This is an optimization exercise on Yosys and OpenROAD, whose aim is small area, not a production implementation. Function was checked by simulation only, so behaviour that the tests miss may differ from the original. Power is estimated from default activity; no workload was simulated.

### design.v
module dmem_responder #(
   parameter int ADDR_BITS  = 8,
   parameter int DATA_WIDTH = 16,
   parameter int WBUF_DEPTH = 4
) (
   input  logic                          clk,
   input  logic                          rst,
   input  logic [15:0]                   mem_access_addr,
   input  logic [DATA_WIDTH-1:0]         mem_write_data,
   input  logic                          mem_write_en,
   input  logic                          mem_read_en,
   output logic [DATA_WIDTH-1:0]         mem_read_data,
   output logic                          init_busy,
   output logic                          wbuf_full,
   output logic [$clog2(WBUF_DEPTH):0]   wbuf_count,
   output logic                          wbuf_overflow
);
   localparam int PTR_W = $clog2(WBUF_DEPTH);
   localparam int CNT_W = PTR_W + 1;
   localparam int DEPTH = 2 ** ADDR_BITS;
   typedef enum logic {ST_INIT, ST_RUN} state_t;
   state_t                 state_q, state_d;
   logic [ADDR_BITS-1:0]   clear_ptr_q, clear_ptr_d;
   logic                   init_busy_q, init_busy_d;
   logic [PTR_W-1:0]       head_q, head_d;
   logic [PTR_W-1:0]       tail_q, tail_d;
   logic [CNT_W-1:0]       count_q, count_d;
   logic                   overflow_q, overflow_d;
   logic [ADDR_BITS-1:0]   wb_addr_q [WBUF_DEPTH];
   logic [DATA_WIDTH-1:0]  wb_data_q [WBUF_DEPTH];
   logic [DATA_WIDTH-1:0]  mem_q     [DEPTH];
   logic [ADDR_BITS-1:0]   addr;
   logic                   is_read;
   logic                   full;
   logic                   drain;
   logic                   enq;
   logic                   drop;
   logic                   arr_we;
   logic [ADDR_BITS-1:0]   arr_waddr;
   logic [DATA_WIDTH-1:0]  arr_wdata;
   logic [PTR_W-1:0]       fwd_idx;
   logic [DATA_WIDTH-1:0]  rdata;
   logic unused_addr_bits;
   assign unused_addr_bits = ^mem_access_addr[15:ADDR_BITS];
   assign addr    = mem_access_addr[ADDR_BITS-1:0];
   assign is_read = mem_read_en & ~mem_write_en;
   assign full    = (count_q == CNT_W'(WBUF_DEPTH));
   assign drain   = (state_q == ST_RUN) && (count_q != '0) && !is_read;
   assign enq     = mem_write_en && (!full || drain);
   assign drop    = mem_write_en && full && !drain;
   always_comb begin
      state_d     = state_q;
      clear_ptr_d = clear_ptr_q;
      head_d      = head_q;
      tail_d      = tail_q;
      count_d     = count_q;
      overflow_d  = overflow_q | drop;
      arr_we      = 1'b0;
      arr_waddr   = wb_addr_q[head_q];
      arr_wdata   = wb_data_q[head_q];
      if (state_q == ST_INIT) begin
         arr_we      = 1'b1;
         arr_waddr   = clear_ptr_q;
         arr_wdata   = '0;
         clear_ptr_d = clear_ptr_q + 1'b1;
         if (clear_ptr_q == '1) begin
            state_d = ST_RUN;
         end
      end else begin
         arr_we = drain;
      end
      if (drain) begin
         head_d = head_q + 1'b1;
      end
      if (enq) begin
         tail_d = tail_q + 1'b1;
      end
      case ({enq, drain})
         2'b10:   count_d = count_q + 1'b1;
         2'b01:   count_d = count_q - 1'b1;
         default: count_d = count_q;
      endcase
      init_busy_d = (state_d == ST_INIT);
   end
   always_ff @(posedge clk or negedge rst) begin
      if (!rst) begin
         state_q     <= ST_INIT;
         clear_ptr_q <= '0;
         init_busy_q <= 1'b1;
         head_q      <= '0;
         tail_q      <= '0;
         count_q     <= '0;
         overflow_q  <= 1'b0;
      end else begin
         state_q     <= state_d;
         clear_ptr_q <= clear_ptr_d;
         init_busy_q <= init_busy_d;
         head_q      <= head_d;
         tail_q      <= tail_d;
         count_q     <= count_d;
         overflow_q  <= overflow_d;
      end
   end
   always_ff @(posedge clk) begin
      if (enq) begin
         wb_addr_q[tail_q] <= addr;
         wb_data_q[tail_q] <= mem_write_data;
      end
   end
   always_ff @(posedge clk) begin
      if (arr_we) begin
         mem_q[arr_waddr] <= arr_wdata;
      end
   end
   always_comb begin
      rdata   = (state_q == ST_RUN) ? mem_q[addr] : '0;
      fwd_idx = '0;
      for (int i = 0; i < WBUF_DEPTH; i++) begin
         fwd_idx = head_q + PTR_W'(i);
         if ((CNT_W'(i) < count_q) && (wb_addr_q[fwd_idx] == addr)) begin
            rdata = wb_data_q[fwd_idx];
         end
      end
   end
   assign mem_read_data = rdata;
   assign init_busy     = init_busy_q;
   assign wbuf_full     = full;
   assign wbuf_count    = count_q;
   assign wbuf_overflow = overflow_q;
endmodule
### config.mk
export PLATFORM = sky130hd
export DESIGN_NAME = dmem_responder
export DESIGN_NICKNAME = dmem_responder
export VERILOG_FILES = /design/flow/design.v
export SDC_FILE = /design/flow/constraint.sdc
export NUM_CORES = 4
export LEC_CHECK = 0
export CAP_MARGIN = 20
export CORE_MARGIN = 2
export CORE_UTILIZATION = 30
export SLEW_MARGIN = 20
### run.sh
#!/bin/bash
# synth_recipe.tcl (not shown) runs the flow's synth.tcl, then flattens the netlist and writes it again
# the make line also repeats each setting of config.mk as NAME=value (left out here)
make -C /OpenROAD-flow-scripts/flow DESIGN_CONFIG=/design/flow/config.mk WORK_HOME=/design/flow/orfs CLKGATE_MAP_FILE= SYNTH_SCRIPT=/design/flow/synth_recipe.tcl finish
### constraint.sdc
create_clock -name core_clock -period 10.0 [get_ports {clk}]
set_input_delay 2.0000 -clock core_clock [delete_from_list [all_inputs] [get_ports {clk}]]
set_output_delay 2.0000 -clock core_clock [all_outputs]
set_load 0.01 [all_outputs]
==> impl_metrics.csv <==
group,metric,value,unit
floorplanning,coreArea,548000,µm²
floorplanning,die_h,745,µm
global_route,grt.overflow.total,0,
global_route,grt_pass1_vias,82700,
drt,wire_per_inst,27.6,µm
drt,drc,0,
drt,num_vias,82625,
sta,setup_tns,0,ns
drt,first_iter_violations,10948,
yosys,ys.flop_type,"edfxtp_1",
drt,viasPerCell,5.21,
clocking,clockBufferDepth,4,
placement,portBuffers,49,
yosys,syn_inst,7790,
global_route,antenna_found_initial,31,
pwr,p_int,28400,µW
clocking,clock-sinks,4210,
pwr,combPwrFrac,0.032,
pwr,vdd_drop_max,0.154,mV
pwr,p_seq_frac,0.538,
sta,final.setup_skew,0.0850,ns
sta,min_period,8.97,ns
clocking,ctsResizeCount,0,
pwr,clkPwrFrac,0.430,
clocking,cts_htree_levels,5,
sta,final-setup-viol-count,0,
clocking,numCtsBuffers,414,
floorplanning,initial_core_util,0.301,
pwr,p_per_area,189,nW/µm²
clocking,ctsHoldBuffers,0,
placement,place.gp.congestion,0.853,
flow_run,maxCapViolCount,0,
worst_setup_path,timing.critical_path.to_type,"output pin",
worst_setup_path,crit_path_max_fanout,25,
clocking,root_buffer,"clkbuf_16",
yosys,netlist_area,165000,µm²
floorplanning,ioPinCount,58,
drt,drt_first_pass_iters,6,
placement,hpwlAfterDp,260,mm
drt,ant_nets,0,
sta,fmax,112,MHz
pwr,power.share.switching,0.208,
global_route,grt_max_degree,189,
finish,syn_to_final_growth,14.9,%
yosys,syn-num-nets,7835,
global_route,track_usage,0.153,
floorplanning,die_w,745,µm
hold_path,min_path_type,"register to register",
pwr,p_total,35800,µW
yosys,ys_ff_latch,4210,
clocking,post_cts_buffers,0,
drt,drt-total-wl,438,mm
sta,grt_setup_unrepaired,"false",
yosys,syn_area_per_cell,21.1,µm²
sta,tightest_slew,1.27,ns
finish,fin_util,0.345,
pwr,switching_power,7430,µW
worst_setup_path,worstPathArrival,6.97,ns
run_status,outcome,"timing/DRC/antenna clean",
pwr,leakage,0.0645,µW
finish,fin_nets,8286,
floorplanning,num_rows,272,
yosys,synth-async-reset-ratio,0.00428,
clocking,cts_tree,"yes",
sta,period_share,0.897,
finish,drive_gt1_frac,0.240,
floorplanning,dieArea,555000,µm²
placement,dp_cells,15082,
worst_setup_path,critical_path_class,"input port to output pin",
yosys,netlist-cell-type-count,79,
worst_setup_path,critPathRequiredTime,8.00,ns
sta,slew-limit-headroom,0.147,
clocking,clk_latency,0.99,ns
sta,final_hold_viol_count,0,
yosys,ys_seq_area_frac,0.768,
yosys,yosys_warnings,1,
sta,slew_viol_final,0,
worst_setup_path,start_kind,"input port",
yosys,synth-edff-count,4192,
global_route,grt_pass1_wl,618,mm
finish,fin_cells,15847,
clocking,clk_pin_slew,0.06,ns
==> area by class of cell <==
| type | count | area (µm²) |
|---|---|---|
| clock buffer | 503 | 10800 |
| antenna | 8 | 20.0 |
| multi-input combinational | 3083 | 35800 |
| fill | 50183 | 358000 |
| timing repair buffer | 514 | 4480 |
| tap | 7261 | 9080 |
| inverter | 18 | 73.8 |
| sequential | 4210 | 126000 |
| clock inverter | 250 | 2550 |
==> critical path, stage by stage <==
cell and delay [ns]:
buf_6 0.39, nor2b_4 0.87, nand2_1 0.56, buf_4 0.38
o22ai_1 0.34, nor4_1 0.08, nor3_1 0.92, nor2_1 0.27
nand3_1 0.30, o311ai_1 0.20, clkdlybuf4s50_1 0.54
==> cell usage after synthesis (all sizes together) (15+ instances only) <==
cell,instances,area share
xnor2,44,0.0023
a21oi,70,0.0021
edfxtp,4192,0.76
nand2,131,0.0030
nor3,93,0.0029
dfrtp,17,0.0026
nand4,21,0.00080
a211oi,40,0.0018
and2,21,0.00080
nor4,55,0.0021
mux2,23,0.0016
o21ai,100,0.0030
mux2i,489,0.030
a22oi,52,0.0024
nor2b,22,0.00084
a221oi,49,0.0026
or3,15,0.00057
nand3,63,0.0019
a31oi,17,0.00065
o22ai,159,0.0060
buf,277,0.012
mux4,897,0.12
o221ai,136,0.0072
clkbuf,202,0.0046
nor2,354,0.0081
a22o,57,0.0030
o211ai,28,0.0013
inv,17,0.00039
==> layer usage <==
metal	part of all wire	up-vias	GRT usage
li1	-	33853	-
met1	0.40	44192	0.208
met2	0.48	3866	0.249
met3	0.087	704	0.0260
met4	0.037	10	0.0521
met5	0.00017	-	0
==> final timing paths <==
check	start	end	slack (ns)	depth (start not counted)
max	mem_access_addr[3]	mem_read_data[0]	1.03	11
max reg2reg	head_q[0]$_DFFE_PN0P_	mem_q[40][3]$_DFFE_PP_	4.51	7
min reg2reg	overflow_q$_DFF_PN0_	overflow_q$_DFF_PN0_	0.48	1
min	overflow_q$_DFF_PN0_	overflow_q$_DFF_PN0_	0.48	1
min in group asynchronous	rst	overflow_q$_DFF_PN0_	1.54	1
max in group asynchronous	rst	head_q[1]$_DFFE_PN0P_	7.76	1
==> metrics by stage <==
step | worst slack (ns) | area [µm²] | hold slack [ns]
after global routing | 1.00 | 189000 | 0.500
after detailed placement | 1.13 | 176000 | 0.463
final | 1.03 | 189000 | 0.478
after global placement | 1.14 | 176000 | 0.458
after floorplan | -4.29 | 165000 | 0.458
after CTS | 1.14 | 189000 | 0.477
==> registers in the layout, summed over array words and instances (netlist names) <==
name and flops:
clear_ptr_q 8, overflow_q 1, head_q 2, tail_q 2, wb_data_q 64, wb_addr_q 32
count_q 3, mem_q 4096, init_busy_q 1, state_q 1
==> power by group through the flow <==
stage | Sequential, µW | Combinational [µW] | Clock [µW]
3_3_place_gp | 19600 | 1160 | 0
3_5_place_dp | 19600 | 1160 | 0
5_1_grt | 19300 | 1220 | 16300
2_1_floorplan | 19600 | 735 | 0
4_1_cts | 19300 | 1160 | 15600
6_report | 19300 | 1150 | 15400
==> placed cells by master (no fill, tap or decap), types with 92 or more instances in the layout <==
cell type  count
clkinv_1      94
o221ai_1     136
edfxtp_1    4192
mux4_2       897
clkbuf_16    417
mux2i_1      489
nand2_1      131
o21ai_0      100
nor2_1       329
buf_4        424
o22ai_1      159
nor3_1        92
==> logic make-up (layout without fill, tap and decap cells) <==
group	after synthesis	in the layout	synth area share
xor+xnor	49	49	0.00261
mux	1409	1409	0.154
buf+inv	497	1285	0.0168
simple gates	816	816	0.0228
other cells	0	8	0
fa+ha+maj	9	9	0.000684
compound gates	800	800	0.0355
flops	4210	4210	0.768

what the ideal ports hide:
Ports are ideal in the flow. The routed layout listed here was re-timed in OpenROAD.
Step 1, drivers: a clkbuf_16 drives clk and a buf_2 each remaining input, both assumed.
Step 2, shift: input delay + t, output delay - t, t = (earliest + latest rising clock arrival at the registers) / 2. This alone moves slack from input paths to output paths.
Slacks: ideal ports / drivers / drivers and shift; pairs: ideal ports / drivers.
t, ns: 1.054
setup WS [ns]: 1.033 / 0.991 / 0.991
worst register clock-pin slew, ns: 0.07 / 0.07
worst data-port slew with drivers (ns): 0.08
pins driven straight from the clock port: 1
After both steps this run still meets setup and hold. The setup slack of this run moves by -0.042 ns with the drivers and by -0.042 ns with both steps.
